Source: an optimization exercise on an open RTL-to-GDS flow (aim: small area, a short achievable clock period and few clock cycles per item). Production flows keep margins and buffers that such runs may drop. Where RTL was checked, it was by simulation tests only, not by an equivalence proof against the original. Only the layout flow was run in run 4; the RTL was not checked for function there. Power and IR drop assume default switching activity.

==> flow/design.v (outline; a module is shown in full before it is edited, if it fits) <==
// module tap_fetcher: 69 lines
// module tap_fifo: 30 lines
// module cubic_interp: 126 lines
// module booth_tree_u: 223 lines
// module booth_tree_v: 422 lines
// module booth_tree_w: 599 lines
// module bicubic_scaler: 244 lines
module bicubic_scaler (
    input  logic               CLK,
    input  logic               RST,
    input  logic               start,
    input  img_pkg::coord_t    v0,
    input  img_pkg::coord_t    h0,
    input  logic [4:0]         sw,
    input  img_pkg::tgt_t      sh,
    input  img_pkg::tgt_t      tw,
    input  img_pkg::pixel_t    src_data,
    output logic               src_rd,
    output img_pkg::src_addr_t src_addr,
    output logic               dst_we,
    output img_pkg::dst_addr_t dst_addr,
    output img_pkg::pixel_t    dst_data,
    output logic               done
);
  // ...
==> flow/flow/run.sh <==
#!/bin/bash
# The standard ORFS layout (the standard.sh) with two changes to how it
# is made: the port buffers are buf_4 cells instead of the resizer's pick,
# and repair_timing aims for more setup slack than the clock needs.
# ORFS writes each step's log under orfs/logs; make's output goes to
# standard.log here.
set -euo pipefail
bash standard.sh \
    "BUFFER_PORTS_ARGS=-buffer_cell sky130_fd_sc_hd__buf_4" \
    SETUP_SLACK_MARGIN=10.4 \
    finish > standard.log 2>&1
==> flow/standard.sh <==
#!/bin/bash
# synth_recipe.tcl (not shown) runs the flow's synth.tcl, then flattens the netlist and writes it again
# the make line also repeats each setting of config.mk as NAME=value (left out here)
make -C /OpenROAD-flow-scripts/flow DESIGN_CONFIG=/design/flow/config.mk WORK_HOME=/design/flow/orfs CLKGATE_MAP_FILE= SYNTH_SCRIPT=/design/flow/synth_recipe.tcl "${@:-finish}"
==> flow/config.mk <==
export PLATFORM = sky130hd
export DESIGN_NAME = bicubic_scaler
export DESIGN_NICKNAME = bicubic_scaler
export VERILOG_FILES = /design/flow/design.v
export SDC_FILE = /design/flow/constraint.sdc
export NUM_CORES = 4
export LEC_CHECK = 0
export CAP_MARGIN = 20
export CORE_MARGIN = 2
export CORE_UTILIZATION = 40
export SLEW_MARGIN = 20
==> flow/constraint.sdc <==
create_clock -name core_clock -period 15.0 [get_ports {CLK}]
set_input_delay 3.0000 -clock core_clock [delete_from_list [all_inputs] [get_ports {CLK}]]
set_output_delay 3.0000 -clock core_clock [all_outputs]
set_load 0.01 [all_outputs]
==> impl_metrics.yaml, run 1 <==
global_route:
  grt_use_met3_pct: 2.864
layout:
  sequential_cell_total: 904
  antenna_cells: 1
  layout_common_cells: "dfxtp_1 (747), inv_1 (704), a22oi_1 (602)"
  final.fill_count: 14869
  final-clk-cell-share_pct: 5.267
clock_tree:
  cts_resized: 1
  clk_latency_ps: 730
  cts_hold_buf: 0
min_path:
  min_from: "kern_inst.x4[8]"
power_and_ir_drop:
  intPower_mw: 5.650
  p_switching_mw: 3.064
  leakagePower_nw: 28.00
  powerDensity_nw_per_um2: 126.8
  combinationalPowerShare_pct: 32.0
yosys:
  synth_common_cells: "dfxtp_1 (760), inv_1 (706), a22oi_1 (602), fa_1 (519), xnor2_1 (514)"
  yosys.cell_count.top_type: "dfxtp_1"
  avgSynthCellArea_um2: 9.847
  synthArstFlopShare_pct: 0
  synth-xor-area-share_pct: 12.39
  synthTopCellsByArea: "dfxtp_1 (24%), fa_1 (16%), ha_1 (8.8%)"
route:
  routed_wl_um: 155900
  drt_pre_antenna_iters: 6
  wl_met3_um: 9232
timing:
  fmax_ghz: 0.2331
  hold_viol: 0
critical_path:
  cp-startpoint: "fetch_inst.src_rd"
  crit_buf_inv: 1
  path_cells: "buf_4"
  worstRegToRegCells: 15
  critPathSlowestCell: "dfxtp_1"
floorplan:
  die_area_um2: 161000
outcome:
  status: "no timing/DRC/antenna violations"
Testbench counts, summed over its fixed seeds: cycles 17,272, pixels 15,020.
==> run 2: changes to the inputs <==
==> flow/run.sh (new file) <==
#!/bin/bash
# synth_recipe.tcl (not shown) runs the flow's synth.tcl, then flattens the netlist and writes it again
# the make line also repeats each setting of config.mk as NAME=value (left out here)
make -C /OpenROAD-flow-scripts/flow DESIGN_CONFIG=/design/flow/config.mk WORK_HOME=/design/flow/orfs CLKGATE_MAP_FILE= SYNTH_SCRIPT=/design/flow/synth_recipe.tcl finish
removed: flow/flow/run.sh
removed: flow/standard.sh
==> impl_metrics.yaml, run 2 <==
yosys:
  yosysSeqAreaShare_pct: 30.96
  synth_top_area_share_pct: 24.11
  yosys_warnings: 9
  avgSynthCellArea_um2: 9.847
  synth_top_area_cell: "dfxtp_1"
  synth_common_cells: "dfxtp_1 (760), inv_1 (706), a22oi_1 (602), fa_1 (519), xnor2_1 (514)"
  synthesis.nets: 7417
  synth_seq_cells: 904
  netlist_instances: 6410
  synth_area_um2: 63120
  yosys.cell_count.top_type: "dfxtp_1"
  ys.flop_type: "dfxtp_1"
  synth_edf_count: 144
  synthArstFlopShare_pct: 0
  synth_cell_type_count: 98
  synthTopCellsByArea: "dfxtp_1 (24%), fa_1 (16%), ha_1 (8.8%)"
clock_tree:
  cts_buffer_depth: 3
  cts_buffers: 98
  h-tree-depth: 3
  cts_hold_buf: 0
  cts_tree: "built"
  clockRootBuffer: "clkbuf_16"
  cts_resized: 0
  clk_pin_slew_ps: 60
  post_cts_buffers: 0
  clock_sinks: 904
  clk_latency_ps: 760
place:
  port_buffers: 78
  place_congestion: 0.8568
  placed_cells: 8157
  hpwl_um: 106900
power_and_ir_drop:
  intPower_mw: 5.524
  powerDensity_nw_per_um2: 125.4
  clkPwrFrac_pct: 29.0
  combinationalPowerShare_pct: 32.8
  ir_drop_uv: 109.2
  share_seq_of_total_power_pct: 38.3
  p_sw_share_pct: 35.86
  p_switching_mw: 3.088
  leakagePower_nw: 27.82
timing:
  setup_viol: 0
  slew_violations: 0
  hold_viol: 0
  timing.final.crit_period_ps: 4632
  period_share_pct: 30.88
  rsz0062_at_grt: "false"
  clock_skew_ps: 71.32
  finalSetupTns_ps: 0
  slew-limit-headroom_pct: 20.74
  fmax_ghz: 0.2159
  worst_pin_slew_ps: 1189
global_route:
  antenna_found_initial: 1
  grt_pass1_wl_um: 253800
  overflow: 0
  track_usage_pct: 19.26
  grt_max_degree: 75
  grt_pass1_vias: 46880
layout:
  final-instance-count-excl-fill: 8341
  reg_top3: "win_inst.win: 64 flops, kern_inst.ws6: 56 flops, kern_inst.wc6: 55 flops"
  area_growth_pct: 8.821
  nets: 7206
  final_common_cell: "dfxtp_1"
  top_register: "win_inst.win"
  drive_gt1_share_pct: 5.205
  largest_reg_flops: 64
  layout_common_cells: "dfxtp_1 (748), inv_1 (704), a22oi_1 (602)"
route:
  drt_pre_antenna_iters: 6
  wl_per_cell_um: 18.68
  routed_wl_um: 155800
  drc: 0
  viasPerCell: 5.399
  drt_iter0_markers: 3377
  via_count: 45032
  ant_nets: 0
floorplan:
  fp.dieW_um: 401.2
  ioPinCount: 79
  die_y_um: 401.2
  rows: 145
  initial_core_util_pct: 40.36
  coreArea_um2: 156400
  die_area_um2: 161000
critical_path:
  cpPeakStageDelay_ps: 550
  critPathLaunchType: "flip-flop"
  cp_top_family: "buffers and inverters"
  end_kind: "output pin"
  crit_arrival_ps: 1630
  path_class: "reg2out"
  critPathSlowestCell: "clkdlybuf4s50_1"
  crit_required_ps: 12000
  path_cells: "clkdlybuf4s50_1"
  crit_buf_inv: 1
  path_max_fanout: 2
min_path:
  hold_class: "reg2reg"
outcome:
  status: "no timing/DRC/antenna violations"
run:
  drv_cap: 0
-- run 2: cell counts after synthesis --
No cell type changed its count.
-- run 2: area by class of cell --
cell class,instances,area (um2)
Clock inverter,61,644.4
Sequential cell,904,19560
Timing Repair Buffer,145,1279
Clock buffer,122,2738
Antenna cell,1,2.502
Tap cell,2058,2575
Inverter,711,2670
Multi-Input combinational cell,4339,39220
Fill cell,14966,87700
-- run 2: stage by stage --
step | total power, mW | worst slack (ps) | instance area, um2 | util, % | hold slack (ps)
after floorplan | 5.348 | 9856 | 63120 | - | 309.6
after global placement | 6.094 | 9904 | 65300 | 41.75 | 309.7
after detailed placement | 6.161 | 9901 | 65300 | 41.75 | 312.1
after CTS | 8.700 | 10290 | 68680 | 43.92 | 304.6
after global routing | 9.209 | 10300 | 68680 | 43.92 | 303.8
final | 8.613 | 10370 | 68680 | 43.92 | 305.7
-- run 2: cell families after synthesis --
group / synth area share [%]
compound gates: 15.93
xor+xnor: 12.39
fa+ha+maj: 25.30
buf+inv: 6.954
flops: 30.96
mux: 1.635
simple gates: 6.837
-- run 2: power groups by stage --
stage | Clock [mW] | Sequential, mW | Combinational (mW)
final | 2.49 | 3.30 | 2.82
after global routing | 2.66 | 3.34 | 3.21
after CTS | 2.57 | 3.29 | 2.84
after detailed placement | 0 | 3.34 | 2.82
after global placement | 0 | 3.34 | 2.76
after floorplan | 0 | 3.02 | 2.32
-- run 2: path summary, 6_finish.rpt --
kind                     start                to  slack (ps)  cells after the start
max reg2reg     win_inst.q1[1]  kern_inst.b1[11]       10760                     15
min reg2reg    kern_inst.c2[7]   kern_inst.c3[7]         310                      0
max          fetch_inst.src_rd            src_rd       10370                      1
min            kern_inst.c2[7]   kern_inst.c3[7]         310                      0
-- run 2: per-layer routing --
layer	part of all wire, %	global-route usage [%]
met3	6.2	3.290
met4	2.7	6.170
met5	0	0
met2	47	32.15
met1	44	25.32
==> module tap_fetcher, before the edit <==
module tap_fetcher (
    input  logic        CLK,
    input  logic        RST,
    input  logic        start,
    input  logic [6:0]  j_v0,      
    input  logic [6:0]  j_h0,
    input  logic [4:0]  j_sw,
    input  logic [5:0]  j_sh,
    input  logic        rd_ok,
    output logic        issue,
    output logic        src_rd,
    output logic [13:0] src_addr
);
    logic        act;
    logic        first;
    logic [5:0]  row;
    logic [5:0]  col1;       
    logic [6:0]  ca;         
    logic [13:0] base;       
    logic [13:0] base_cur;
    logic [6:0]  ca_cur;
    logic        row_end;
    assign base_cur = first ? 14'(j_v0) * 14'd100 : base;
    assign ca_cur   = first ? j_h0 - 7'd1 : ca;
    assign issue    = act && rd_ok;
    assign row_end  = (col1 == {1'b0, j_sw} + 6'd1);
    always_ff @(posedge CLK) begin
        if (RST) begin
            act    <= 1'b0;
            src_rd <= 1'b0;
        end else begin
            src_rd <= issue;
            if (start)
                act <= 1'b1;
            else if (issue && row_end && row == j_sh - 6'd1)
                act <= 1'b0;
        end
    end
    always_ff @(posedge CLK) begin
        if (start) begin
            first <= 1'b1;
            row   <= '0;
            col1  <= '0;
        end else begin
            if (first)
                base <= base_cur;
            first <= 1'b0;
            if (issue) begin
                if (row_end) begin
                    col1 <= '0;
                    row  <= row + 6'd1;
                    base <= base_cur + 14'd100;
                end else begin
                    col1 <= col1 + 6'd1;
                end
            end
        end
    end
    always_ff @(posedge CLK)
        src_addr <= base_cur + 14'(ca_cur);
    always_ff @(posedge CLK) begin
        if (issue && row_end)
            ca <= j_h0 - 7'd1;
        else if (issue)
            ca <= ca_cur + 7'd1;
        else
            ca <= ca_cur;
    end
endmodule
==> module cubic_interp, before the edit <==
module cubic_interp (
    input  logic        CLK,
    input  logic        RST,
    input  logic        start,
    input  logic        in_v,
    input  logic        in_last,
    input  logic [7:0]  q0,
    input  logic [7:0]  q1,
    input  logic [7:0]  q2,
    input  logic [7:0]  q3,
    input  logic [14:0] x,
    output logic        dst_we,
    output logic [11:0] dst_addr,
    output logic [7:0]  dst_data,
    output logic        done
);
    function automatic logic [23:0] booth_enc(input logic [14:0] xv);
        logic [16:0] xe;
        logic [7:0] one, two, neg;
        xe = {2'b00, xv} << 1;
        for (int i = 0; i < 8; i++) begin
            one[i] = xe[2*i+1] ^ xe[2*i];
            two[i] = (xe[2*i+2] & ~xe[2*i+1] & ~xe[2*i]) | (~xe[2*i+2] & xe[2*i+1] & xe[2*i]);
            neg[i] = xe[2*i+2];
        end
        booth_enc = {neg, two, one};
    endfunction
    localparam int NS = 6;               
    logic [NS-1:0] vld, lst;
    logic signed [10:0] a1;
    logic signed [11:0] b1;
    logic signed [8:0]  c1;
    logic [7:0]         d1;
    logic [23:0]        x1;       
    logic signed [12:0] a_n, b_n;
    assign a_n = 13'sd0 - $signed({5'd0, q0}) + 13'sd3 * $signed({5'd0, q1})
               - 13'sd3 * $signed({5'd0, q2}) + $signed({5'd0, q3});
    assign b_n = 13'sd2 * $signed({5'd0, q0}) - 13'sd5 * $signed({5'd0, q1})
               + 13'sd4 * $signed({5'd0, q2}) - $signed({5'd0, q3});
    always_ff @(posedge CLK) begin
        a1 <= a_n[10:0];
        b1 <= b_n[11:0];
        c1 <= $signed({1'b0, q2}) - $signed({1'b0, q0});
        d1 <= q1;
        x1 <= booth_enc(x);
    end
    logic [26:0] us2, uc2, us_n, uc_n;
    logic signed [8:0] c2;
    logic [7:0]  d2;
    logic [23:0] x2;
    booth_tree_u mul_u (
        .m (a1), .x (x1), .add ({b1, 15'd0}), .s (us_n), .c (uc_n));
    always_ff @(posedge CLK) begin
        us2 <= us_n;
        uc2 <= uc_n;
        c2  <= c1;
        d2  <= d1;
        x2  <= x1;
    end
    logic signed [26:0] u3;
    logic signed [8:0]  c3;
    logic [7:0]  d3;
    logic [23:0] x3;
    always_ff @(posedge CLK) begin
        u3 <= us2 + uc2;
        c3 <= c2;
        d3 <= d2;
        x3 <= x2;
    end
    logic [40:0] vs4, vc4, vs_n, vc_n;
    logic [7:0]  d4;
    logic [23:0] x4;
    booth_tree_v mul_v (
        .m (u3), .x (x3), .add ({{2{c3[8]}}, c3, 30'd0}), .s (vs_n), .c (vc_n));
    always_ff @(posedge CLK) begin
        vs4 <= vs_n;
        vc4 <= vc_n;
        d4  <= d3;
        x4  <= x3;
    end
    logic signed [40:0] v5;
    logic [7:0]  d5;
    logic [23:0] x5;
    always_ff @(posedge CLK) begin
        v5 <= vs4 + vc4;
        d5 <= d4;
        x5 <= x4;
    end
    logic [55:0] ws6, wc6, ws_n, wc_n;
    booth_tree_w mul_w (
        .m (v5), .x (x5), .add ({2'b00, d5, 1'b1, 45'd0}), .s (ws_n), .c (wc_n));
    always_ff @(posedge CLK) begin
        ws6 <= ws_n;
        wc6 <= wc_n;
    end
    logic [55:0] w7;
    assign w7 = ws6 + wc6;
    always_ff @(posedge CLK) begin
        if (w7[55])
            dst_data <= 8'd0;
        else if (w7[54])
            dst_data <= 8'hff;
        else
            dst_data <= w7[53:46];
    end
    logic [11:0] wcnt;
    always_ff @(posedge CLK) begin
        if (start)
            wcnt <= '0;
        else if (vld[NS-1])
            wcnt <= wcnt + 12'd1;
        dst_addr <= wcnt;
    end
    always_ff @(posedge CLK) begin
        lst <= {lst[NS-2:0], in_last};
        if (RST) begin
            vld    <= '0;
            dst_we <= 1'b0;
            done   <= 1'b0;
        end else begin
            vld    <= {vld[NS-2:0], in_v};
            dst_we <= vld[NS-1];
            done   <= vld[NS-1] && lst[NS-1];
        end
    end
endmodule
==> module bicubic_scaler, before the edit <==
module bicubic_scaler (
    input  logic               CLK,
    input  logic               RST,
    input  logic               start,
    input  img_pkg::coord_t    v0,
    input  img_pkg::coord_t    h0,
    input  logic [4:0]         sw,
    input  img_pkg::tgt_t      sh,
    input  img_pkg::tgt_t      tw,
    input  img_pkg::pixel_t    src_data,
    output logic               src_rd,
    output img_pkg::src_addr_t src_addr,
    output logic               dst_we,
    output img_pkg::dst_addr_t dst_addr,
    output img_pkg::pixel_t    dst_data,
    output logic               done
);
    logic [6:0] j_v0, j_h0;
    logic [4:0] j_sw;
    logic [5:0] j_sh, j_D;
    logic [8:0] m3, m5, m7;          
    logic       es_act;
    logic [19:0] dq;
    logic [5:0]  dr;
    logic [2:0]  dcnt;
    logic        q_ok, q_ok2;
    logic [19:0] dq_n;
    logic [5:0]  dr_n;
    logic [4:0]  st_in;
    logic [1:0]  t1, dq1, dr1;
    assign st_in = sw - 5'd1;
    assign t1    = st_in[4:3];
    always_comb begin
        if (tw == 6'd2) begin
            dq1 = t1;
            dr1 = 2'd0;
        end else if (tw == 6'd3) begin
            dq1 = {1'b0, t1[1]};
            dr1 = {1'b0, t1[0]};
        end else if (tw == 6'd4) begin
            dq1 = {1'b0, t1 == 2'd3};
            dr1 = (t1 == 2'd3) ? 2'd0 : t1;
        end else begin
            dq1 = 2'd0;
            dr1 = t1;
        end
    end
    always_ff @(posedge CLK) begin
        if (!es_act) begin
            j_v0 <= v0;
            j_h0 <= h0;
            j_sw <= sw;
            j_sh <= sh;
            j_D  <= tw - 6'd1;
        end
        m3 <= 9'(j_D) * 9'd3;
        m5 <= 9'(j_D) * 9'd5;
        m7 <= 9'(j_D) * 9'd7;
    end
    always_comb begin
        logic [8:0] t;
        logic [9:0] s [1:7];
        logic [9:0] m [1:7];
        m[1] = {4'd0, j_D};
        m[2] = {3'd0, j_D, 1'b0};
        m[3] = {1'b0, m3};
        m[4] = {2'd0, j_D, 2'b00};
        m[5] = {1'b0, m5};
        m[6] = {m3, 1'b0};
        m[7] = {1'b0, m7};
        t = {dr, dq[19:17]};
        for (int k = 1; k <= 7; k++)
            s[k] = {1'b0, t} - m[k];
        dr_n = t[5:0];
        dq_n = {dq[16:0], 3'd0};
        for (int k = 1; k <= 7; k++) begin
            if (!s[k][9]) begin
                dr_n = s[k][5:0];
                dq_n = {dq[16:0], 3'(k)};
            end
        end
    end
    always_ff @(posedge CLK) begin
        if (!es_act) begin
            dq   <= {st_in[2:0], 15'd0, dq1};
            dr   <= {4'd0, dr1};
            dcnt <= '0;
            q_ok <= 1'b0;
        end else if (!q_ok) begin
            if (dcnt != 3'd0) begin
                dq <= dq_n;
                dr <= dr_n;
            end
            dcnt <= dcnt + 3'd1;
            q_ok <= (dcnt == 3'd6);
        end
        q_ok2 <= q_ok && es_act;
    end
    logic [5:0]        Dm1, shm1;
    logic signed [6:0] EmD;           
    logic signed [7:0] K1, K2;        
    logic              g1;            
    logic [5:0]        qs0, qs1;      
    always_ff @(posedge CLK) begin
        Dm1  <= j_D - 6'd1;
        shm1 <= j_sh - 6'd1;
        EmD  <= $signed({1'b0, dr}) - $signed({1'b0, j_D});
        K1   <= $signed({1'b0, dr, 1'b0}) - $signed({2'b00, j_D});
        K2   <= $signed({1'b0, dr, 1'b0}) - $signed({1'b0, j_D, 1'b0});
        g1   <= ({1'b0, dr, 1'b0} >= {2'b00, j_D});
        qs0  <= {1'b0, dq[19:15]};
        qs1  <= {1'b0, dq[19:15]} + 6'd1;
    end
    logic issue;
    logic rd_ok;
    logic arrive;
    tap_fetcher fetch_inst (
        .CLK      (CLK),
        .RST      (RST),
        .start    (start),
        .j_v0     (j_v0),
        .j_h0     (j_h0),
        .j_sw     (j_sw),
        .j_sh     (j_sh),
        .rd_ok    (rd_ok),
        .issue    (issue),
        .src_rd   (src_rd),
        .src_addr (src_addr)
    );
    always_ff @(posedge CLK) begin
        if (RST)
            arrive <= 1'b0;
        else
            arrive <= src_rd;
    end
    logic [5:0]  es_c, es_row;
    logic [14:0] x_c, x_n;
    logic [5:0]  e_n;
    logic        g_n;
    logic        single_c, last_c, jlast_c;
    logic [5:0]  step_c;             
    logic [2:0]  pe;                 
    logic signed [6:0] rel, irel, rel_n;
    logic        ready;
    logic [15:0] xs0, xs1, x_sum;
    logic        last_n;
    logic signed [6:0] dlt;
    logic        act_n, single_n;
    logic signed [7:0] e_a, e_b;
    assign pe     = rel[2:0] - step_c[2:0];
    assign rd_ok  = (irel <= 7'sd6);
    assign dlt    = ready ? $signed({1'b0, step_c}) : 7'sd0;
    assign rel_n  = rel + $signed({6'd0, arrive}) - dlt;
    assign xs0    = {1'b0, x_n} + {1'b0, dq[14:0]};
    assign xs1    = {1'b0, x_n} + {1'b0, dq[14:0]} + 16'd1;
    assign x_sum  = g_n ? xs1 : xs0;
    assign last_n = (es_c == Dm1);
    assign e_a    = $signed({2'b00, e_n}) + (g_n ? K2 : K1);
    always_comb begin
        if (RST)
            act_n = 1'b0;
        else if (start)
            act_n = 1'b1;
        else if (ready && jlast_c)
            act_n = 1'b0;
        else
            act_n = es_act;
        if (start)
            single_n = 1'b1;
        else if (ready)
            single_n = last_c || (x_n == '0);
        else
            single_n = single_c;
    end
    always_ff @(posedge CLK) begin
        es_act <= act_n;
        ready  <= act_n && q_ok && !start && (rel_n >= (single_n ? 7'sd0 : 7'sd2));
        single_c <= single_n;
        rel  <= start ? -7'sd2 : rel_n;
        irel <= start ? -7'sd1 : irel + $signed({6'd0, issue}) - dlt;
        if (start) begin
            es_c     <= '0;
            es_row   <= '0;
            x_c      <= '0;
            last_c   <= 1'b0;
            jlast_c  <= 1'b0;
        end else if (!q_ok2) begin
            x_n    <= dq[14:0];
            e_n    <= dr;
            g_n    <= ({1'b0, dr, 1'b0} >= {2'b00, j_D});
            step_c <= {1'b0, dq[19:15]};
        end else if (ready) begin
            if (last_c) begin
                es_c     <= '0;
                es_row   <= es_row + 6'd1;
                x_c      <= '0;
                last_c   <= 1'b0;
                jlast_c  <= 1'b0;
                x_n      <= dq[14:0];
                e_n      <= dr;
                g_n      <= g1;
                step_c   <= qs0;
            end else begin
                es_c     <= es_c + 6'd1;
                x_c      <= x_n;
                last_c   <= last_n;
                jlast_c  <= last_n && (es_row == shm1);
                x_n      <= x_sum[14:0];
                e_n      <= 6'(g_n ? $signed({1'b0, e_n}) + EmD : $signed({1'b0, e_n}) + $signed({1'b0, dr}));
                g_n      <= !e_a[7];
                step_c   <= last_n ? 6'd3 : (x_sum[15] ? qs1 : qs0);
            end
        end
    end
    logic [7:0] q0, q1, q2, q3;
    tap_fifo win_inst (
        .CLK   (CLK),
        .shift (arrive),
        .din   (src_data),
        .pi    (rel[2:0]),
        .pe    (pe),
        .emit  (ready),
        .q0    (q0),
        .q1    (q1),
        .q2    (q2),
        .q3    (q3)
    );
    cubic_interp kern_inst (
        .CLK      (CLK),
        .RST      (RST),
        .start    (start),
        .in_v     (ready),
        .in_last  (jlast_c),
        .q0       (q0),
        .q1       (q1),
        .q2       (q2),
        .q3       (q3),
        .x        (x_c),
        .dst_we   (dst_we),
        .dst_addr (dst_addr),
        .dst_data (dst_data),
        .done     (done)
    );
endmodule
==> run 3: changes to the inputs <==
--- a/flow/design.v
+++ b/flow/design.v
@@ -50,7 +50,7 @@
         end
     end
     always_ff @(posedge CLK) begin
-        if (start) begin
+        if (!act) begin
             first <= 1'b1;
             row   <= '0;
             col1  <= '0;
@@ -219,7 +219,7 @@
     end
     logic [11:0] wcnt;
     always_ff @(posedge CLK) begin
-        if (start)
+        if (RST || done)
             wcnt <= '0;
         else if (vld[NS-1])
             wcnt <= wcnt + 12'd1;
@@ -1508,7 +1508,7 @@
     logic [19:0] dq;
     logic [5:0]  dr;
     logic [2:0]  dcnt;
-    logic        q_ok, q_ok2;
+    logic        q_ok;
     logic [19:0] dq_n;
     logic [5:0]  dr_n;
     logic [4:0]  st_in;
@@ -1579,12 +1579,10 @@
             dcnt <= dcnt + 3'd1;
             q_ok <= (dcnt == 3'd6);
         end
-        q_ok2 <= q_ok && es_act;
     end
     logic [5:0]        Dm1, shm1;
     logic signed [6:0] EmD;           
     logic signed [7:0] K1, K2;        
-    logic              g1;            
     logic [5:0]        qs0, qs1;      
     always_ff @(posedge CLK) begin
         Dm1  <= j_D - 6'd1;
@@ -1592,7 +1590,6 @@
         EmD  <= $signed({1'b0, dr}) - $signed({1'b0, j_D});
         K1   <= $signed({1'b0, dr, 1'b0}) - $signed({2'b00, j_D});
         K2   <= $signed({1'b0, dr, 1'b0}) - $signed({1'b0, j_D, 1'b0});
-        g1   <= ({1'b0, dr, 1'b0} >= {2'b00, j_D});
         qs0  <= {1'b0, dq[19:15]};
         qs1  <= {1'b0, dq[19:15]} + 6'd1;
     end
@@ -1622,7 +1619,7 @@
     logic [14:0] x_c, x_n;
     logic [5:0]  e_n;
     logic        g_n;
-    logic        single_c, last_c, jlast_c;
+    logic        single_c, last_c, jlast_c, first_c, p1w, qs_ok;
     logic [5:0]  step_c;             
     logic [2:0]  pe;                 
     logic signed [6:0] rel, irel, rel_n;
@@ -1630,8 +1627,20 @@
     logic [15:0] xs0, xs1, x_sum;
     logic        last_n;
     logic signed [6:0] dlt;
-    logic        act_n, single_n;
-    logic signed [7:0] e_a, e_b;
+    logic        act_n, single_n, p1w_n, qs_ok_n, load1;
+    logic signed [7:0] e_a;
+    logic              g1c, gn1, last1, single1;
+    logic [6:0]        e2x;
+    logic signed [8:0] t3a, t3b;
+    logic [5:0]        step1;
+    assign g1c     = ({1'b0, dr, 1'b0} >= {2'b00, j_D});
+    assign e2x     = {dr, 1'b0} - (g1c ? {1'b0, j_D} : 7'd0);
+    assign t3a     = $signed({2'b00, dr, 1'b0}) + $signed({3'b000, dr}) - $signed({3'b000, j_D});
+    assign t3b     = $signed({2'b00, dr, 1'b0}) + $signed({3'b000, dr}) - $signed({2'b00, j_D, 1'b0});
+    assign gn1     = g1c ? !t3b[8] : !t3a[8];
+    assign last1   = (j_D == 6'd1);
+    assign single1 = (dq[14:0] == '0);
+    assign step1   = last1 ? 6'd3 : {1'b0, dq[19:15]} + 6'(dq[14]);
     assign pe     = rel[2:0] - step_c[2:0];
     assign rd_ok  = (irel <= 7'sd6);
     assign dlt    = ready ? $signed({1'b0, step_c}) : 7'sd0;
@@ -1641,6 +1650,7 @@
     assign x_sum  = g_n ? xs1 : xs0;
     assign last_n = (es_c == Dm1);
     assign e_a    = $signed({2'b00, e_n}) + (g_n ? K2 : K1);
+    assign load1  = q_ok && ((ready && first_c) || p1w);
     always_comb begin
         if (RST)
             act_n = 1'b0;
@@ -1650,30 +1660,42 @@
             act_n = 1'b0;
         else
             act_n = es_act;
-        if (start)
+        if (!es_act)
             single_n = 1'b1;
+        else if (load1)
+            single_n = single1;
         else if (ready)
             single_n = last_c || (x_n == '0);
         else
             single_n = single_c;
+        p1w_n   = es_act && !q_ok && ((ready && first_c) || p1w);
+        qs_ok_n = es_act && (qs_ok || dcnt == 3'd2);
     end
     always_ff @(posedge CLK) begin
-        es_act <= act_n;
-        ready  <= act_n && q_ok && !start && (rel_n >= (single_n ? 7'sd0 : 7'sd2));
+        es_act   <= act_n;
+        ready    <= act_n && qs_ok_n && !p1w_n && (rel_n >= (single_n ? 7'sd0 : 7'sd2));
         single_c <= single_n;
-        rel  <= start ? -7'sd2 : rel_n;
-        irel <= start ? -7'sd1 : irel + $signed({6'd0, issue}) - dlt;
-        if (start) begin
+        p1w      <= p1w_n;
+        qs_ok    <= qs_ok_n;
+        rel  <= !es_act ? -7'sd2 : rel_n;
+        irel <= !es_act ? -7'sd1 : irel + $signed({6'd0, issue}) - dlt;
+        if (!es_act) begin
             es_c     <= '0;
             es_row   <= '0;
             x_c      <= '0;
             last_c   <= 1'b0;
             jlast_c  <= 1'b0;
-        end else if (!q_ok2) begin
-            x_n    <= dq[14:0];
-            e_n    <= dr;
-            g_n    <= ({1'b0, dr, 1'b0} >= {2'b00, j_D});
-            step_c <= {1'b0, dq[19:15]};
+            first_c  <= 1'b1;
+        end else if (load1) begin
+            es_c     <= 6'd1;
+            first_c  <= 1'b0;
+            x_c      <= dq[14:0];
+            last_c   <= last1;
+            jlast_c  <= last1 && (es_row == shm1);
+            x_n      <= {dq[13:0], g1c};
+            e_n      <= e2x[5:0];
+            g_n      <= gn1;
+            step_c   <= step1;
         end else if (ready) begin
             if (last_c) begin
                 es_c     <= '0;
@@ -1681,10 +1703,11 @@
                 x_c      <= '0;
                 last_c   <= 1'b0;
                 jlast_c  <= 1'b0;
-                x_n      <= dq[14:0];
-                e_n      <= dr;
-                g_n      <= g1;
+                first_c  <= 1'b1;
                 step_c   <= qs0;
+            end else if (first_c) begin
+                es_c     <= 6'd1;
+                first_c  <= 1'b0;
             end else begin
                 es_c     <= es_c + 6'd1;
                 x_c      <= x_n;
@@ -1695,6 +1718,8 @@
                 g_n      <= !e_a[7];
                 step_c   <= last_n ? 6'd3 : (x_sum[15] ? qs1 : qs0);
             end
+        end else if (!qs_ok && dcnt == 3'd2) begin
+            step_c <= {1'b0, dq[4:0]};
         end
     end
     logic [7:0] q0, q1, q2, q3;
==> flow/flow/run.sh (new file) <==
#!/bin/bash
# The standard ORFS layout (the standard.sh) with two changes to how it
# is made: the port buffers are buf_4 cells instead of the resizer's pick,
# and repair_timing aims for more setup slack than the clock needs.
# ORFS writes each step's log under orfs/logs; make's output goes to
# standard.log here.
set -euo pipefail
bash standard.sh \
    "BUFFER_PORTS_ARGS=-buffer_cell sky130_fd_sc_hd__buf_4" \
    SETUP_SLACK_MARGIN=10.8 \
    finish > standard.log 2>&1
==> flow/standard.sh (new file) <==
#!/bin/bash
# synth_recipe.tcl (not shown) runs the flow's synth.tcl, then flattens the netlist and writes it again
# the make line also repeats each setting of config.mk as NAME=value (left out here)
make -C /OpenROAD-flow-scripts/flow DESIGN_CONFIG=/design/flow/config.mk WORK_HOME=/design/flow/orfs CLKGATE_MAP_FILE= SYNTH_SCRIPT=/design/flow/synth_recipe.tcl "${@:-finish}"
--- a/flow/config.mk
+++ b/flow/config.mk
@@ -7,5 +7,8 @@
 export LEC_CHECK = 0
 export CAP_MARGIN = 20
 export CORE_MARGIN = 2
-export CORE_UTILIZATION = 40
+export CORE_UTILIZATION = 55
+export CTS_CLUSTER_DIAMETER = 200
+export CTS_CLUSTER_SIZE = 30
+export PLACE_DENSITY = 0.65
 export SLEW_MARGIN = 20
removed: flow/run.sh
==> impl_metrics.yaml, run 3 <==
floorplan:
  die_area_um2: 118500
  die_y_um: 344.2
  ioPinCount: 79
  initial_core_util_pct: 55.59
  coreArea_um2: 114500
  rows: 124
  fp.dieW_um: 344.2
layout:
  top_register: "win_inst.win"
  nets: 7232
  final-instance-count-excl-fill: 7727
  final.fill_count: 9894
  largest_reg_flops: 64
  antenna_cells: 0
  final_common_cell: "dfxtp_1"
  area_growth_pct: 3.851
  stdcell_area_um2: 66110
  reg_top3: "win_inst.win: 64 flops, kern_inst.ws6: 56 flops, kern_inst.wc6: 55 flops"
  drive_gt1_share_pct: 4.553
  layout_common_cells: "dfxtp_1 (741), inv_1 (711), a22oi_1 (589)"
clock_tree:
  clockRootBuffer: "clkbuf_16"
  cts_buffers: 36
  clock_sinks: 905
  h-tree-depth: 2
  cts_hold_buf: 0
  clk_latency_ps: 650
  cts_tree: "built"
  cts_buffer_depth: 3
  clk_pin_slew_ps: 120
place:
  hpwl_um: 107000
  placed_cells: 7671
  port_buffers: 78
  place_area_um2: 65020
  place_congestion: 0.8732
global_route:
  grt_pass1_vias: 45724
  overflow: 0
  antenna_found_initial: 0
  grt_max_degree: 73
  track_usage_pct: 25.42
  grt_pass1_wl_um: 244900
power_and_ir_drop:
  leakagePower_nw: 27.14
  intPower_mw: 4.403
  clkPwrFrac_pct: 17.8
  ir_drop_uv: 91.84
  powerDensity_nw_per_um2: 104.5
  share_seq_of_total_power_pct: 46.4
  combinationalPowerShare_pct: 35.8
  power_mw: 6.911
  p_switching_mw: 2.508
  p_sw_share_pct: 36.29
critical_path:
  critPathLaunchType: "flip-flop"
  timing.rr.start: "win_inst.q1[1]"
  critPathSlowestCell: "dfxtp_4"
  path_cells: "buf_6"
  path_max_fanout: 2
  cpPeakStageDelay_ps: 390
  cp_top_family: "flip-flops"
  crit_buf_inv: 1
  crit_arrival_ps: 1150
  cp-startpoint: "fetch_inst.src_rd"
  end_kind: "output pin"
  crit_required_ps: 12000
  path_class: "reg2out"
timing:
  finalSetupTns_ps: 0
  hold_viol: 0
  period_share_pct: 27.67
  slew-limit-headroom_pct: 26.95
  setup_viol: 0
  fmax_ghz: 0.2410
  slew_violations: 0
  worst_pin_slew_ps: 1096
  hold_ws_ps: 319.4
  clock_skew_ps: 42.63
  rsz0062_at_grt: "true"
  timing.final.crit_period_ps: 4150
yosys:
  synth_area_um2: 63650
  synth_cell_type_count: 91
  synthArstFlopShare_pct: 0
  netlist_instances: 6465
  ys.flop_type: "dfxtp_1"
  yosysSeqAreaShare_pct: 30.73
  synthesis.nets: 7498
  synth_top_area_share_pct: 23.93
  synth_common_cells: "dfxtp_1 (761), inv_1 (713), a22oi_1 (589), xnor2_1 (528), fa_1 (521)"
  synth_edf_count: 144
  avgSynthCellArea_um2: 9.846
  yosys_warnings: 9
  yosys.cell_count.top_type: "dfxtp_1"
  synth_seq_cells: 905
  synthTopCellsByArea: "dfxtp_1 (24%), fa_1 (16%), ha_1 (9.2%)"
  synth_top_area_cell: "dfxtp_1"
route:
  via_count: 44920
  viasPerCell: 5.813
  drc: 0
  wl_per_cell_um: 19.51
  drt_pre_antenna_iters: 9
  ant_nets: 0
  drt_iter0_markers: 3781
  routed_wl_um: 150800
min_path:
  hold_class: "reg2reg"
  min_from: "kern_inst.x4[20]"
outcome:
  status: "no timing/DRC/antenna violations"
run:
  drv_cap: 0
[run 3: power groups by stage]
stage | combinational [mW] | clock [mW] | sequential, mW
floorplan | 2.05 | 0 | 2.98
global placement | 2.39 | 0 | 3.25
detailed placement | 2.44 | 0 | 3.25
CTS | 2.47 | 1.28 | 3.20
global route | 2.81 | 1.35 | 3.24
finish | 2.47 | 1.23 | 3.21
[run 3: per-stage QoR]
stage | util, % | setup slack (ps)
after floorplan | - | 10790
after global placement | 56.79 | 10530
after detailed placement | 56.79 | 10530
after CTS | 57.70 | 10780
after global routing | 57.73 | 10690
final | 57.73 | 10850
[run 3: path summary, 6_finish.rpt]
check	end	depth (start not counted)	slack, ps
max	src_rd	1	10850
min	kern_inst.x5[20]	0	320
max reg2reg	kern_inst.a1[10]	15	10950
min reg2reg	kern_inst.x5[20]	0	320
[run 3: cells by family after synthesis]
logic type | count (synthesis) | synth area share, %
AOI/OAI and AO/OA | 1502 | 16.15
xor gates and xnor gates | 902 | 12.41
adders and majority gates | 991 | 25.62
buffers and inverters | 1172 | 6.919
DFF | 905 | 30.73
muxes | 78 | 1.382
and+or+nand+nor | 915 | 6.789
[run 3: repair_timing]
action	in CTS	in global routing
hold endpoints to repair	0	0
setup endpoints to repair	5	16
cloned	0	0
buffers inserted	1	1
pin swaps	0	3
gates resized for setup	5	12
[run 3: layout make-up]
type,instances,area [um2],share of cell area [%]
timing repair buffer,151,1137,1.720
inverter,717,2691,4.071
clock inverter,3,47.55,0.07192
clock buffer,51,978.4,1.480
sequential,905,19590,29.63
multi-input combinational,4388,39770,60.16
tap,1512,1892,2.862
[run 3: layer usage]
metal  wire, um  track usage (%)  vias to the layer above
met5          0                0                        -
met4       3507            7.319                        0
met3       8630            2.651                      233
met2      72240            43.00                     1525
met1      66380            34.61                    21906
li1           -                -                    21256
Testbench counts of run 3, summed over its fixed seeds: cycles 17,160, pixels 15,020.
==> run 4: changes to the inputs <==
--- a/flow/design.v
+++ b/flow/design.v
@@ -200,15 +200,21 @@
         d5 <= d4;
         x5 <= x4;
     end
-    logic [55:0] ws6, wc6, ws_n, wc_n;
+    localparam int WL = 12;              
+    logic [55:0] ws_n, wc_n;
+    logic [55:WL] ws6, wc6;
+    logic        wcy6;
+    logic [WL:0] wlo;
+    assign wlo = {1'b0, ws_n[WL-1:0]} + {1'b0, wc_n[WL-1:0]};
     booth_tree_w mul_w (
         .m (v5), .x (x5), .add ({2'b00, d5, 1'b1, 45'd0}), .s (ws_n), .c (wc_n));
     always_ff @(posedge CLK) begin
-        ws6 <= ws_n;
-        wc6 <= wc_n;
+        ws6  <= ws_n[55:WL];
+        wc6  <= wc_n[55:WL];
+        wcy6 <= wlo[WL];
     end
-    logic [55:0] w7;
-    assign w7 = ws6 + wc6;
+    logic [55:WL] w7;
+    assign w7 = ws6 + wc6 + (56-WL)'(wcy6);
     always_ff @(posedge CLK) begin
         if (w7[55])
             dst_data <= 8'd0;
--- a/flow/config.mk
+++ b/flow/config.mk
@@ -8,7 +8,5 @@
 export CAP_MARGIN = 20
 export CORE_MARGIN = 2
 export CORE_UTILIZATION = 55
-export CTS_CLUSTER_DIAMETER = 200
-export CTS_CLUSTER_SIZE = 30
 export PLACE_DENSITY = 0.65
 export SLEW_MARGIN = 20
==> impl_metrics.yaml, run 4 <==
outcome:
  status: "no timing/DRC/antenna violations"
clock_tree:
  cts_hold_buf: 0
  cts_buffer_depth: 3
  clk_latency_ps: 700
  clk_pin_slew_ps: 60
  clockRootBuffer: "clkbuf_16"
  cts_buffers: 96
  h-tree-depth: 3
  clock_sinks: 883
  cts_tree: "built"
global_route:
  track_usage_pct: 26.25
  grt_pass1_wl_um: 250700
  antenna_found_initial: 0
  overflow: 0
  grt_max_degree: 75
  grt_pass1_vias: 46527
critical_path:
  cp-startpoint: "fetch_inst.src_rd"
  crit_buf_inv: 1
  cpPeakStageDelay_ps: 350
  path_max_fanout: 2
  ff2ff_setup_slack_ps: 10970
  cp_top_family: "flip-flops"
  crit_arrival_ps: 1150
  cp.depth: 1
  r2r_end: "win_inst.q1[5]"
  end_kind: "output pin"
  path_class: "reg2out"
  timing.rr.start: "step_c[0]"
  critPathLaunchType: "flip-flop"
  critPathSlowestCell: "dfxtp_2"
  path_cells: "buf_6"
  crit_required_ps: 12000
  worstRegToRegCells: 13
timing:
  finalSetupTns_ps: 0
  worst_pin_slew_ps: 1144
  slew_violations: 0
  clock_skew_ps: 33.35
  rsz0062_at_grt: "true"
  timing.final.crit_period_ps: 4146
  fmax_ghz: 0.2412
  hold_viol: 0
  slew-limit-headroom_pct: 23.73
  setup_viol: 0
  period_share_pct: 27.64
yosys:
  netlist_instances: 6418
  synth_area_um2: 63060
  yosysSeqAreaShare_pct: 30.32
  yosys.cell_count.top_type: "dfxtp_1"
  avgSynthCellArea_um2: 9.825
  synthTopCellsByArea: "dfxtp_1 (23%), fa_1 (17%), ha_1 (9.3%)"
  synth_cell_type_count: 86
  synth_seq_cells: 883
  synth_top_area_cell: "dfxtp_1"
  ys.flop_type: "dfxtp_1"
  synth_top_area_share_pct: 23.46
  synthArstFlopShare_pct: 0
  synth_common_cells: "dfxtp_1 (739), inv_1 (724), a22oi_1 (591), fa_1 (521), xnor2_1 (519)"
  yosys_warnings: 9
  synth_edf_count: 144
  synthesis.nets: 7449
floorplan:
  ioPinCount: 79
  fp.dieW_um: 342.6
  coreArea_um2: 114000
  rows: 124
  die_area_um2: 117400
  die_y_um: 342.6
  initial_core_util_pct: 55.30
power_and_ir_drop:
  ir_drop_uv: 91.51
  leakagePower_nw: 28.06
  powerDensity_nw_per_um2: 117.0
place:
  hpwl_um: 106900
  placed_cells: 7626
  place_congestion: 0.8798
  port_buffers: 78
layout:
  drive_gt1_share_pct: 6.542
  top_register: "win_inst.win"
  layout_common_cells: "inv_1 (720), dfxtp_1 (714), a22oi_1 (591)"
  final_common_cell: "inv_1"
  largest_reg_flops: 64
  nets: 7248
  antenna_cells: 0
  area_growth_pct: 7.599
  reg_top3: "win_inst.win: 64 flops, kern_inst.wc6: 44 flops, kern_inst.ws6: 44 flops"
  final-instance-count-excl-fill: 7810
min_path:
  min_delay_worst_endpoint: "kern_inst.d4[4]"
  hold_class: "reg2reg"
  min_from: "kern_inst.d3[4]"
  min_path_cells: 0
route:
  via_count: 45647
  ant_nets: 0
  drc: 0
  drt_iter0_markers: 3803
  viasPerCell: 5.845
  drt_pre_antenna_iters: 8
  routed_wl_um: 154000
  wl_per_cell_um: 19.71
run:
  drv_cap: 0
run 4: logic make-up after synthesis:
family                     after synthesis  share of synthesized area [%]
AOI/OAI and AO/OA                     1515                          16.46
buffers and inverters                 1173                          7.000
adders and majority gates              989                          25.83
xor gates and xnor gates               898                          12.47
DFF                                    883                          30.32
and+or+nand+nor                        879                          6.502
muxes                                   81                          1.417
run 4: cell type report:
cell class / count / area [um2]
fillers: 9815 / 46180
multi-input cells: 4362 / 39660
flip-flops and latches: 883 / 19150
clock buffers: 133 / 2816
inverters: 729 / 2748
well taps: 1512 / 1892
repair buffers: 145 / 1096
clock inverters: 46 / 486.7
run 4: repair_timing:
action                     CTS  global route
pin swaps                    0             4
cloned                       0             0
setup endpoints to repair    6            27
resized for setup            5            22
setup buffers                1             4
run 4: metal layers:
metal / track usage [%] / part of all wire [%] / up-vias / wire length, um
li1: - / - / 21347 / -
met1: 35.91 / 44 / 22316 / 68000
met2: 43.38 / 47 / 1654 / 72100
met3: 3.496 / 6.2 / 330 / 9514
met4: 7.986 / 2.8 / 0 / 4336
met5: 0 / 0 / - / 0
run 4: where the power goes:
group	internal (mW)	switching [mW]	total, mW
registers	2.74	0.411	3.15
logic	1.07	1.29	2.36
clock network	1.43	1.00	2.43
total	5.24	2.70	7.94
run 4: worst max-delay path by stage:
stage | end | slack [ps]
after CTS | src_rd | 10790
after floorplan | dr[0] | 10800
after global placement | dr[0] | 10510
after global routing | irel[6] | 10780
final | src_rd | 10850
after detailed placement | dr[0] | 10480
run 4: stage by stage:
stage               hold slack [ps]  setup WS [ps]  area (um2)  util (%)  power, mW
CTS                           325.9          10790       67750     59.41      7.971
finish                        322.2          10850       67850     59.50      7.937
detailed placement            312.0          10480       64430     56.50      5.505
floorplan                     309.6          10800       63090         -      4.838
global route                  330.3          10780       67850     59.50      8.432
global placement              310.0          10510       64420     56.49      5.454
==> run 5: changes to the inputs <==
--- a/flow/design.v
+++ b/flow/design.v
@@ -1615,11 +1615,14 @@
         .src_rd   (src_rd),
         .src_addr (src_addr)
     );
+    logic rd_q, rst_q;
     always_ff @(posedge CLK) begin
+        rd_q  <= issue;
+        rst_q <= RST;
         if (RST)
             arrive <= 1'b0;
         else
-            arrive <= src_rd;
+            arrive <= rd_q && !rst_q;
     end
     logic [5:0]  es_c, es_row;
     logic [14:0] x_c, x_n;
--- a/flow/flow/run.sh
+++ b/flow/flow/run.sh
@@ -7,5 +7,5 @@
 set -euo pipefail
 bash standard.sh \
     "BUFFER_PORTS_ARGS=-buffer_cell sky130_fd_sc_hd__buf_4" \
-    SETUP_SLACK_MARGIN=10.8 \
+    SETUP_SLACK_MARGIN=11.0 \
     finish > standard.log 2>&1
--- a/flow/config.mk
+++ b/flow/config.mk
@@ -7,6 +7,8 @@
 export LEC_CHECK = 0
 export CAP_MARGIN = 20
 export CORE_MARGIN = 2
-export CORE_UTILIZATION = 55
-export PLACE_DENSITY = 0.65
+export CORE_UTILIZATION = 60
+export CTS_CLUSTER_DIAMETER = 150
+export CTS_CLUSTER_SIZE = 25
+export PLACE_DENSITY = 0.7
 export SLEW_MARGIN = 20
==> impl_metrics.yaml, run 5 <==
place:
  place_congestion: 0.9152
  port_buffers: 78
  hpwl_um: 105500
yosys:
  synth_top_area_share_pct: 23.58
  avgSynthCellArea_um2: 9.861
  netlist_instances: 6380
  synth_top_area_cell: "dfxtp_1"
  synthesis.nets: 7411
  synthTopCellsByArea: "dfxtp_1 (24%), fa_1 (17%), ha_1 (9.3%)"
  yosysSeqAreaShare_pct: 30.45
  synth_common_cells: "dfxtp_1 (741), inv_1 (730), a22oi_1 (586), fa_1 (521), xnor2_1 (521)"
  yosys.cell_count.top_type: "dfxtp_1"
  ys.flop_type: "dfxtp_1"
  synth_edf_count: 144
  synth_area_um2: 62910
  yosys_warnings: 9
  synth_seq_cells: 885
  synth_cell_type_count: 82
  synthArstFlopShare_pct: 0
layout:
  final.fill_count: 8653
  area_growth_pct: 4.522
  nets: 7171
  final_common_cell: "inv_1"
  reg_top3: "win_inst.win: 64 flops, kern_inst.wc6: 44 flops, kern_inst.ws6: 44 flops"
  drive_gt1_share_pct: 6.156
  top_register: "win_inst.win"
  largest_reg_flops: 64
  antenna_cells: 0
  layout_common_cells: "inv_1 (727), dfxtp_1 (683), a22oi_1 (586)"
route:
  routed_wl_um: 147900
  drc: 0
  viasPerCell: 5.962
  drt_iter0_markers: 4220
  via_count: 44933
  ant_nets: 0
  wl_per_cell_um: 19.62
  drt_pre_antenna_iters: 6
power_and_ir_drop:
  leakagePower_nw: 27.13
  powerDensity_nw_per_um2: 102.7
  share_seq_of_total_power_pct: 46.4
  p_switching_mw: 2.418
  ir_drop_uv: 99.00
  p_sw_share_pct: 35.79
  combinationalPowerShare_pct: 34.5
  clkPwrFrac_pct: 19.1
  intPower_mw: 4.337
critical_path:
  ff2ff_setup_slack_ps: 11070
  end_kind: "output pin"
  path_max_fanout: 1
  crit_required_ps: 12000
  crit_buf_inv: 1
  worstRegToRegCells: 17
  critPathLaunchType: "flip-flop"
  path_cells: "buf_6"
  critPathSlowestCell: "dfxtp_2"
  r2r_end: "kern_inst.b1[11]"
  cpPeakStageDelay_ps: 340
  path_class: "reg2out"
  crit_arrival_ps: 1110
  timing.rr.start: "win_inst.q1[2]"
  cp_top_family: "flip-flops"
global_route:
  overflow: 0
  grt_pass1_vias: 46320
  antenna_found_initial: 0
  grt_max_degree: 84
  grt_pass1_wl_um: 242300
  track_usage_pct: 27.60
run:
  drv_cap: 0
clock_tree:
  clk_pin_slew_ps: 120
  clock_sinks: 885
  clk_latency_ps: 660
  cts_buffer_depth: 3
  h-tree-depth: 2
  cts_tree: "built"
  clockRootBuffer: "clkbuf_16"
  cts_buffers: 41
floorplan:
  die_area_um2: 107500
  die_y_um: 327.8
  ioPinCount: 79
  coreArea_um2: 103800
  fp.dieW_um: 327.8
  initial_core_util_pct: 60.62
  rows: 118
timing:
  worst_pin_slew_ps: 1076
  rsz0062_at_grt: "true"
  period_share_pct: 27.41
  timing.final.crit_period_ps: 4112
  slew-limit-headroom_pct: 28.28
  fmax_ghz: 0.2432
  hold_ws_ps: 306.7
  setup_viol: 0
  clock_skew_ps: 24.53
  finalSetupTns_ps: 0
  slew_violations: 0
  hold_viol: 0
min_path:
  min_path_cells: 0
  min_delay_worst_endpoint: "kern_inst.x5[20]"
  hold_class: "reg2reg"
  min_from: "kern_inst.x4[20]"
outcome:
  status: "no timing/DRC/antenna violations"
## run 5: worst max path at each step
stage	slack, ps	end	depth (start not counted)	startpoint
floorplan	10780	dr[0]	8	sw[1]
global placement	10460	dr[0]	9	sw[1]
detailed placement	10440	dr[0]	9	sw[1]
CTS	10840	done	1	kern_inst.done
global route	10830	done	1	kern_inst.done
finish	10890	src_addr[0]	1	fetch_inst.src_addr[0]
## run 5: power groups by stage
stage               clock network (mW)  registers (mW)  logic, mW
CTS                               1.34            3.13       2.28
floorplan                            0            2.91       1.86
detailed placement                   0            3.18       2.22
global route                      1.41            3.17       2.64
finish                            1.29            3.14       2.33
global placement                     0            3.17       2.15
## run 5: cell type report
| type | instances | area (um2) | share of cell area (%) |
|---|---|---|---|
| clock buffer | 56 | 1082 | 1.646 |
| clock inverter | 4 | 36.28 | 0.05518 |
| inverter | 736 | 2784 | 4.234 |
| multi-input combinational | 4312 | 39530 | 60.11 |
| sequential | 885 | 19230 | 29.25 |
| tap | 1380 | 1727 | 2.626 |
| timing repair buffer | 164 | 1370 | 2.083 |
## run 5: per-layer routing
layer	global-route usage [%]	part of all wire (%)	vias up
met5	0	0	-
met4	9.194	2.9	0
met3	3.333	6.2	328
met2	48.02	49	1628
met1	35.69	42	21982
li1	-	-	20995
## run 5: cells by family (layout without fill, tap and decap cells)
logic type	after synthesis	count (layout)	synth area share, %
AOI/OAI and AO/OA	1487	1487	16.16
xor gates and xnor gates	909	909	12.67
adders and majority gates	989	989	25.89
buffers and inverters	1183	960	7.062
DFF	885	885	30.45
muxes	83	83	1.503
and+or+nand+nor	844	844	6.272
## run 5: what timing repair did
action	in CTS	in global routing
buffers inserted	4	14
setup endpoints to repair	46	63
gates cloned	0	0
resized for setup	62	59
hold endpoints to repair	0	0
hold buffers	0	0
pin swaps	3	8
## run 5: stage by stage
stage                     area, um2  utilization (%)  power [mW]  cells  setup WS, ps
after detailed placement      64160            61.82       5.394   7459         10440
after global routing          65760            63.36       7.220   7537         10830
after global placement        64160            61.82       5.323   7459         10460
after CTS                     65510            63.11       6.746   7523         10840
final                         65760            63.36       6.755   7537         10890
after floorplan               62960                -       4.776   6380         10780
Testbench counts of run 5, summed over its fixed seeds: cycles 17,160, pixels 15,020.
==> module tap_fifo, before the edit <==
module tap_fifo (
    input  logic       CLK,
    input  logic       shift,
    input  logic [7:0] din,
    input  logic [2:0] pi,
    input  logic [2:0] pe,
    input  logic       emit,
    output logic [7:0] q0,
    output logic [7:0] q1,
    output logic [7:0] q2,
    output logic [7:0] q3
);
    logic [7:0] win [0:bic_pkg::WIN-1];
    logic [2:0] b;
    assign b = emit ? pe : pi;
    function automatic logic [7:0] pick(input logic [2:0] idx);
        pick = (shift && idx == 3'd7) ? din : win[idx];
    endfunction
    always_ff @(posedge CLK) begin
        if (shift) begin
            win[0] <= din;
            for (int i = 1; i < bic_pkg::WIN; i++)
                win[i] <= win[i-1];
        end
        q0 <= pick(3'(b + 3'd1));
        q1 <= pick(b);
        q2 <= pick(3'(b - 3'd1));
        q3 <= pick(3'(b - 3'd2));
    end
endmodule
==> run 6: changes to the inputs <==
--- a/flow/design.v
+++ b/flow/design.v
@@ -95,20 +95,48 @@
 );
     logic [7:0] win [0:bic_pkg::WIN-1];
     logic [2:0] b;
+    logic [7:0] q0_n, q1_n, q2_n, q3_n;
     assign b = emit ? pe : pi;
-    function automatic logic [7:0] pick(input logic [2:0] idx);
-        pick = (shift && idx == 3'd7) ? din : win[idx];
-    endfunction
+    always_comb begin
+        case (b)
+            3'd7:    q1_n = din;
+            default: q1_n = win[b];
+        endcase
+        case (b)
+            3'd2:    q0_n = win[3];
+            3'd3:    q0_n = win[4];
+            3'd4:    q0_n = win[5];
+            3'd5:    q0_n = win[6];
+            3'd6:    q0_n = win[7];
+            default: q0_n = win[2];
+        endcase
+        case (b)
+            3'd2:    q2_n = win[1];
+            3'd3:    q2_n = win[2];
+            3'd4:    q2_n = win[3];
+            3'd5:    q2_n = win[4];
+            3'd6:    q2_n = win[5];
+            default: q2_n = win[0];
+        endcase
+        case (b)
+            3'd2:    q3_n = win[0];
+            3'd3:    q3_n = win[1];
+            3'd4:    q3_n = win[2];
+            3'd5:    q3_n = win[3];
+            3'd6:    q3_n = win[4];
+            default: q3_n = din;
+        endcase
+    end
     always_ff @(posedge CLK) begin
         if (shift) begin
             win[0] <= din;
             for (int i = 1; i < bic_pkg::WIN; i++)
                 win[i] <= win[i-1];
         end
-        q0 <= pick(3'(b + 3'd1));
-        q1 <= pick(b);
-        q2 <= pick(3'(b - 3'd1));
-        q3 <= pick(3'(b - 3'd2));
+        q0 <= q0_n;
+        q1 <= q1_n;
+        q2 <= q2_n;
+        q3 <= q3_n;
     end
 endmodule
 `timescale 1ns/1ps
@@ -225,10 +253,10 @@
     end
     logic [11:0] wcnt;
     always_ff @(posedge CLK) begin
-        if (RST || done)
+        if (RST)
             wcnt <= '0;
         else if (vld[NS-1])
-            wcnt <= wcnt + 12'd1;
+            wcnt <= lst[NS-1] ? 12'd0 : wcnt + 12'd1;
         dst_addr <= wcnt;
     end
     always_ff @(posedge CLK) begin
==> flow/flow/run.sh (replaced) <==
#!/bin/bash
# The standard ORFS layout (the standard.sh) with two changes to how it
# is made: the port buffers are buf_2 cells instead of the resizer's pick,
# and repair_timing aims for more setup slack than the clock needs.
# ORFS writes each step's log under orfs/logs; make's output goes to
# standard.log here.
set -euo pipefail
bash standard.sh \
    "BUFFER_PORTS_ARGS=-buffer_cell sky130_fd_sc_hd__buf_2" \
    SETUP_SLACK_MARGIN=11.0 \
    finish > standard.log 2>&1
--- a/flow/config.mk
+++ b/flow/config.mk
@@ -7,8 +7,8 @@
 export LEC_CHECK = 0
 export CAP_MARGIN = 20
 export CORE_MARGIN = 2
-export CORE_UTILIZATION = 60
+export CORE_UTILIZATION = 70
 export CTS_CLUSTER_DIAMETER = 150
-export CTS_CLUSTER_SIZE = 25
-export PLACE_DENSITY = 0.7
+export CTS_CLUSTER_SIZE = 22
+export PLACE_DENSITY = 0.8
 export SLEW_MARGIN = 20
==> impl_metrics.yaml, run 6 <==
route:
  via_count: 45151
  routed_wl_um: 142700
  viasPerCell: 6.200
  ant_nets: 0
  drt_iter0_markers: 3969
  wl_per_cell_um: 19.59
  drt_pre_antenna_iters: 9
  drc: 0
timing:
  fmax_ghz: 0.2444
  slew-limit-headroom_pct: 29.52
  setup_viol: 0
  rsz0062_at_grt: "true"
  finalSetupTns_ps: 0
  worst_pin_slew_ps: 1057
  period_share_pct: 27.28
  timing.final.crit_period_ps: 4092
  clock_skew_ps: 30.23
  slew_violations: 0
  hold_viol: 0
floorplan:
  rows: 109
  initial_core_util_pct: 70.55
  fp.dieW_um: 302.2
  die_y_um: 302.2
  die_area_um2: 91330
  coreArea_um2: 88240
  ioPinCount: 79
clock_tree:
  cts_buffers: 46
  clock_sinks: 885
  clk_pin_slew_ps: 90
  clk_latency_ps: 640
  cts_hold_buf: 0
  cts_tree: "built"
  cts_buffer_depth: 3
  clockRootBuffer: "clkbuf_16"
  h-tree-depth: 2
yosys:
  synth-xor-area-share_pct: 12.63
  synth_top_area_share_pct: 23.83
  muxShareOfSynthArea_pct: 0.8502
  synthesis.nets: 7345
  ys.flop_type: "dfxtp_1"
  synthArstFlopShare_pct: 0
  yosys.cell_count.top_type: "dfxtp_1"
  avgSynthCellArea_um2: 9.855
  synth_common_cells: "dfxtp_1 (741), inv_1 (734), a22oi_1 (592), xnor2_1 (527), fa_1 (521)"
  synth_seq_cells: 885
  synth_edf_count: 144
  synth_cell_type_count: 81
  yosys_warnings: 9
  yosysSeqAreaShare_pct: 30.77
  synth_area_um2: 62250
  synth_top_area_cell: "dfxtp_1"
  synthTopCellsByArea: "dfxtp_1 (24%), fa_1 (17%), ha_1 (9.3%)"
  synth-compound-area-share_pct: 16.12
  synthSimpleGateAreaFrac_pct: 6.421
  netlist_instances: 6317
  synthAdderAreaFrac_pct: 26.10
  synth_top_family_by_area: "adder cells"
critical_path:
  path_cells: "buf_6"
  path_max_fanout: 1
  end_kind: "output pin"
  crit_required_ps: 12000
  critPathSlowestCell: "dfxtp_2"
  cp_top_family: "flip-flops"
  path_class: "reg2out"
  crit_arrival_ps: 1090
  critPathLaunchType: "flip-flop"
  cpPeakStageDelay_ps: 340
  crit_buf_inv: 1
power_and_ir_drop:
  powerDensity_nw_per_um2: 106.7
  leakagePower_nw: 26.74
  ir_drop_uv: 109.9
global_route:
  grt_pass1_vias: 45822
  grt_max_degree: 66
  overflow: 0
  antenna_found_initial: 3
  track_usage_pct: 31.16
  grt_pass1_wl_um: 232900
run:
  drv_cap: 0
place:
  port_buffers: 78
  hpwl_um: 101400
  place_congestion: 0.9153
  placed_cells: 7190
layout:
  reg_top3: "win_inst.win: 64 flops, kern_inst.wc6: 44 flops, kern_inst.ws6: 44 flops"
  final-instance-count-excl-fill: 7282
  final_common_cell: "inv_1"
  largest_reg_flops: 64
  drive_gt1_share_pct: 5.510
  nets: 7126
  top_register: "win_inst.win"
  area_growth_pct: 4.130
  layout_common_cells: "inv_1 (733), dfxtp_1 (705), a22oi_1 (592)"
outcome:
  status: "no timing/DRC/antenna violations"
min_path:
  hold_class: "reg2reg"
-- run 6: cell types whose count changed in the layout (fill, tap and decap cells not counted), sizes merged, moves of 9 or more --
cell,delta
nand3,-28
xor2,-16
a21oi,-23
o21a,+11
nand2,-27
o311ai,-9
a32oi,+19
mux2i,-18
o22ai,-9
nor3,+16
nor2,+54
-- run 6: layout make-up --
class	count	area (um2)
Clock buffer	63	1236
Tap cell	1165	1458
Fill cell	6341	23410
Clock inverter	3	48.80
Timing Repair Buffer	170	1187
Multi-Input combinational cell	4255	38900
Inverter	740	2781
Sequential cell	885	19210
Antenna cell	1	2.502
-- run 6: kinds of logic after synthesis --
family / Yosys count
AOI/OAI and AO/OA: 1461
buffers and inverters: 1177
adders and majority gates: 986
xor gates and xnor gates: 898
DFF: 885
and+or+nand+nor: 859
muxes: 51
-- run 6: metrics by stage --
step                instance area (um2)  hold WS, ps  total power [mW]  setup slack (ps)  utilization [%]
finish                            64820        313.0             6.914             10910            73.47
global route                      64820        326.0             7.340             10860            73.47
CTS                               64510        309.6             6.834             10870            73.11
detailed placement                63070        312.0             5.474             10590            71.47
global placement                  63070        309.8             5.384             10710            71.47
floorplan                         62290        309.6             4.836             10980                -
-- run 6: metal layers --
metal	track usage, %	up-vias	routed length, um
met4	9.335	0	4123
met5	0	-	0
met3	4.590	357	12090
met1	42.43	21832	59580
met2	51.82	2161	66870
li1	-	20801	-
-- run 6: what timing repair did --
item | CTS | global route
pin swaps | 5 | 11
endpoints found under the setup margin | 50 | 58
resized for setup | 30 | 41
setup buffers | 8 | 17
-- run 6: path summary, 6_finish.rpt --
path / startpoint / to / slack [ps] / cells after the start
worst min register to register: kern_inst.x2[7] / kern_inst.x3[7] / 310 / 0
worst max register to register: win_inst.q1[1] / kern_inst.b1[11] / 11030 / 18
worst min-delay path: kern_inst.x2[7] / kern_inst.x3[7] / 310 / 0
worst max-delay path: kern_inst.dst_we / dst_we / 10910 / 1
-- run 6: where the power goes --
part           switching, mW  total (mW)  leakage, nW  internal [mW]
Clock                  0.760        1.34        0.622          0.582
Combinational           1.37        2.47         18.7           1.11
Sequential             0.375        3.10         7.45           2.72
Total                   2.50        6.91         26.7           4.41
Testbench counts of run 6, summed over its fixed seeds: cycles 17,160, pixels 15,020.
==> run 7: changes to the inputs <==
--- a/flow/config.mk
+++ b/flow/config.mk
@@ -7,8 +7,8 @@
 export LEC_CHECK = 0
 export CAP_MARGIN = 20
 export CORE_MARGIN = 2
-export CORE_UTILIZATION = 70
+export CORE_UTILIZATION = 60
 export CTS_CLUSTER_DIAMETER = 150
-export CTS_CLUSTER_SIZE = 22
-export PLACE_DENSITY = 0.8
+export CTS_CLUSTER_SIZE = 25
+export PLACE_DENSITY = 0.7
 export SLEW_MARGIN = 20
==> impl_metrics.yaml, run 7 <==
timing:
  timing.final.crit_period_ps: 4107
  clock_skew_ps: 29.58
  hold_ws_ps: 316.7
  hold_viol: 0
  rsz0062_at_grt: "true"
  period_share_pct: 27.38
  finalSetupTns_ps: 0
  slew-limit-headroom_pct: 28.34
layout:
  nets: 7115
  drive_gt1_share_pct: 5.438
  area_growth_pct: 4.303
  final_common_cell: "inv_1"
  largest_reg_flops: 64
  reg_top3: "win_inst.win: 64 flops, kern_inst.wc6: 44 flops, kern_inst.ws6: 44 flops"
  layout_common_cells: "inv_1 (733), dfxtp_1 (708), a22oi_1 (592)"
  antenna_cells: 0
yosys:
  synth_cell_type_count: 81
  yosys_warnings: 9
  synthesis.nets: 7345
  synth_top_area_cell: "dfxtp_1"
  synth_edf_count: 144
  yosysSeqAreaShare_pct: 30.77
  avgSynthCellArea_um2: 9.855
  yosys.cell_count.top_type: "dfxtp_1"
  netlist_instances: 6317
floorplan:
  fp.dieW_um: 326.1
  ioPinCount: 79
  initial_core_util_pct: 60.32
  die_y_um: 326.1
power_and_ir_drop:
  clkPwrFrac_pct: 18.9
  intPower_mw: 4.370
  p_sw_share_pct: 36.25
  ir_drop_uv: 105.9
  power_mw: 6.855
  powerDensity_nw_per_um2: 105.6
  combinationalPowerShare_pct: 35.9
place:
  placed_cells: 7408
  place_congestion: 0.8819
critical_path:
  path_class: "reg2out"
  crit_buf_inv: 1
  timing.rr.start: "win_inst.q1[1]"
  cp-startpoint: "kern_inst.done"
  path_max_fanout: 1
  cp_top_family: "flip-flops"
  r2r_end: "kern_inst.b1[11]"
  critPathLaunchType: "flip-flop"
  crit_required_ps: 12000
  path_cells: "buf_2"
  critPathSlowestCell: "dfxtp_1"
  end_kind: "output pin"
  crit_arrival_ps: 1110
  crit_path_end: "done"
clock_tree:
  cts_buffer_depth: 3
  h-tree-depth: 2
  cts_hold_buf: 0
  cts_buffers: 41
  cts_tree: "built"
  clk_pin_slew_ps: 110
route:
  drc: 0
  ant_nets: 0
  viasPerCell: 5.913
  routed_wl_um: 144500
  drt_pre_antenna_iters: 9
global_route:
  grt_pass1_wl_um: 237600
  track_usage_pct: 27.14
  overflow: 0
  grt_pass1_vias: 45055
run:
  drv_cap: 0
min_path:
  min_path_cells: 0
  hold_class: "reg2reg"
outcome:
  status: "no timing/DRC/antenna violations"
==> run 7: cell count changes in the layout (fill, tap and decap cells not counted), moves of 2 or more <==
cell,delta
buf_4,-6
buf_2,+5
buf_6,-5
clkbuf_16,-5
dfxtp_1,+3
dfxtp_2,-3
a211oi_1,-2
a211oi_2,+2
nor3_2,+2
o21ai_0,-2
==> run 7: layout make-up <==
| type | count | area [um2] |
|---|---|---|
| Clock inverter | 3 | 52.55 |
| Inverter | 740 | 2781 |
| Timing Repair Buffer | 164 | 1111 |
| Sequential cell | 885 | 19200 |
| Fill cell | 8536 | 38270 |
| Tap cell | 1380 | 1727 |
| Clock buffer | 58 | 1111 |
| Multi-Input combinational cell | 4255 | 38950 |
==> run 7: timing repair <==
item | 4_1_cts | 5_1_grt
endpoints found under the hold margin | 0 | 0
resized for setup | 18 | 57
setup buffers | 2 | 14
pin swaps | 3 | 19
endpoints found under the setup margin | 47 | 58
==> run 7: how the worst min path moves through the flow <==
stage	slack (ps)	start	endpoint
floorplan	310	kern_inst.c1[0]	kern_inst.c2[0]
global placement	310	kern_inst.x2[18]	kern_inst.x3[18]
detailed placement	310	kern_inst.x2[22]	kern_inst.x3[22]
CTS	320	kern_inst.x4[9]	kern_inst.x5[9]
global route	320	kern_inst.x4[22]	kern_inst.x5[22]
finish	320	kern_inst.x4[9]	kern_inst.x5[9]
==> run 7: cells by family (layout without fill, tap and decap cells) <==
kind of cell	count (synthesis)	count (layout)	share of synthesized area [%]
AO/OA/AOI/OAI	1461	1461	16.12
XOR/XNOR	898	898	12.63
adder cells (fa/ha/maj)	986	986	26.10
buffers and inverters	1177	965	7.099
flip-flops	885	885	30.77
multiplexers	51	51	0.8502
AND/OR/NAND/NOR	859	859	6.421
==> run 7: power groups by stage <==
stage               clock network (mW)  registers, mW  logic [mW]
floorplan                            0           2.90        1.94
global placement                     0           3.15        2.26
detailed placement                   0           3.15        2.31
CTS                               1.34           3.09        2.35
global route                      1.42           3.14        2.78
finish                            1.30           3.10        2.46
==> run 7: metal layers <==
metal / track usage [%] / share of wire, %
met1: 37.57 / 44
met3: 3.946 / 6.8
met2: 44.60 / 47
met5: 0 / 0
met4: 7.333 / 2.4
==> run 7: per-stage QoR <==
step | area, um2 | setup WS [ps]
finish | 64930 | 10890
global route | 64930 | 10820
CTS | 64600 | 10850
detailed placement | 63370 | 10690
global placement | 63350 | 10710
floorplan | 62290 | 10980
==> run 7: worst reg2reg max path: stages, from the launching register on <==
cell and delay, ps:
dfxtp_4 390, ha_1 300, ha_2 190, fa_2 360, a21oi_1 160, nor2_1 60
nor2_2 130, xnor2_1 100, fa_1 480, inv_1 50, fa_1 470, inv_1 40
ha_1 300, nor2b_1 150, o21a_1 180, o21ai_1 130, nand2b_1 80, a21oi_2 140
xor2_1 140

Re-timed with assumed drivers on the ports (clkbuf_16 on the clock, buf_2 on other inputs), run 7 has 10.828 ns of setup slack against 10.893 ns with ideal ports, and 10.700 ns once port delays also move by the mid clock arrival of 0.719 ns.
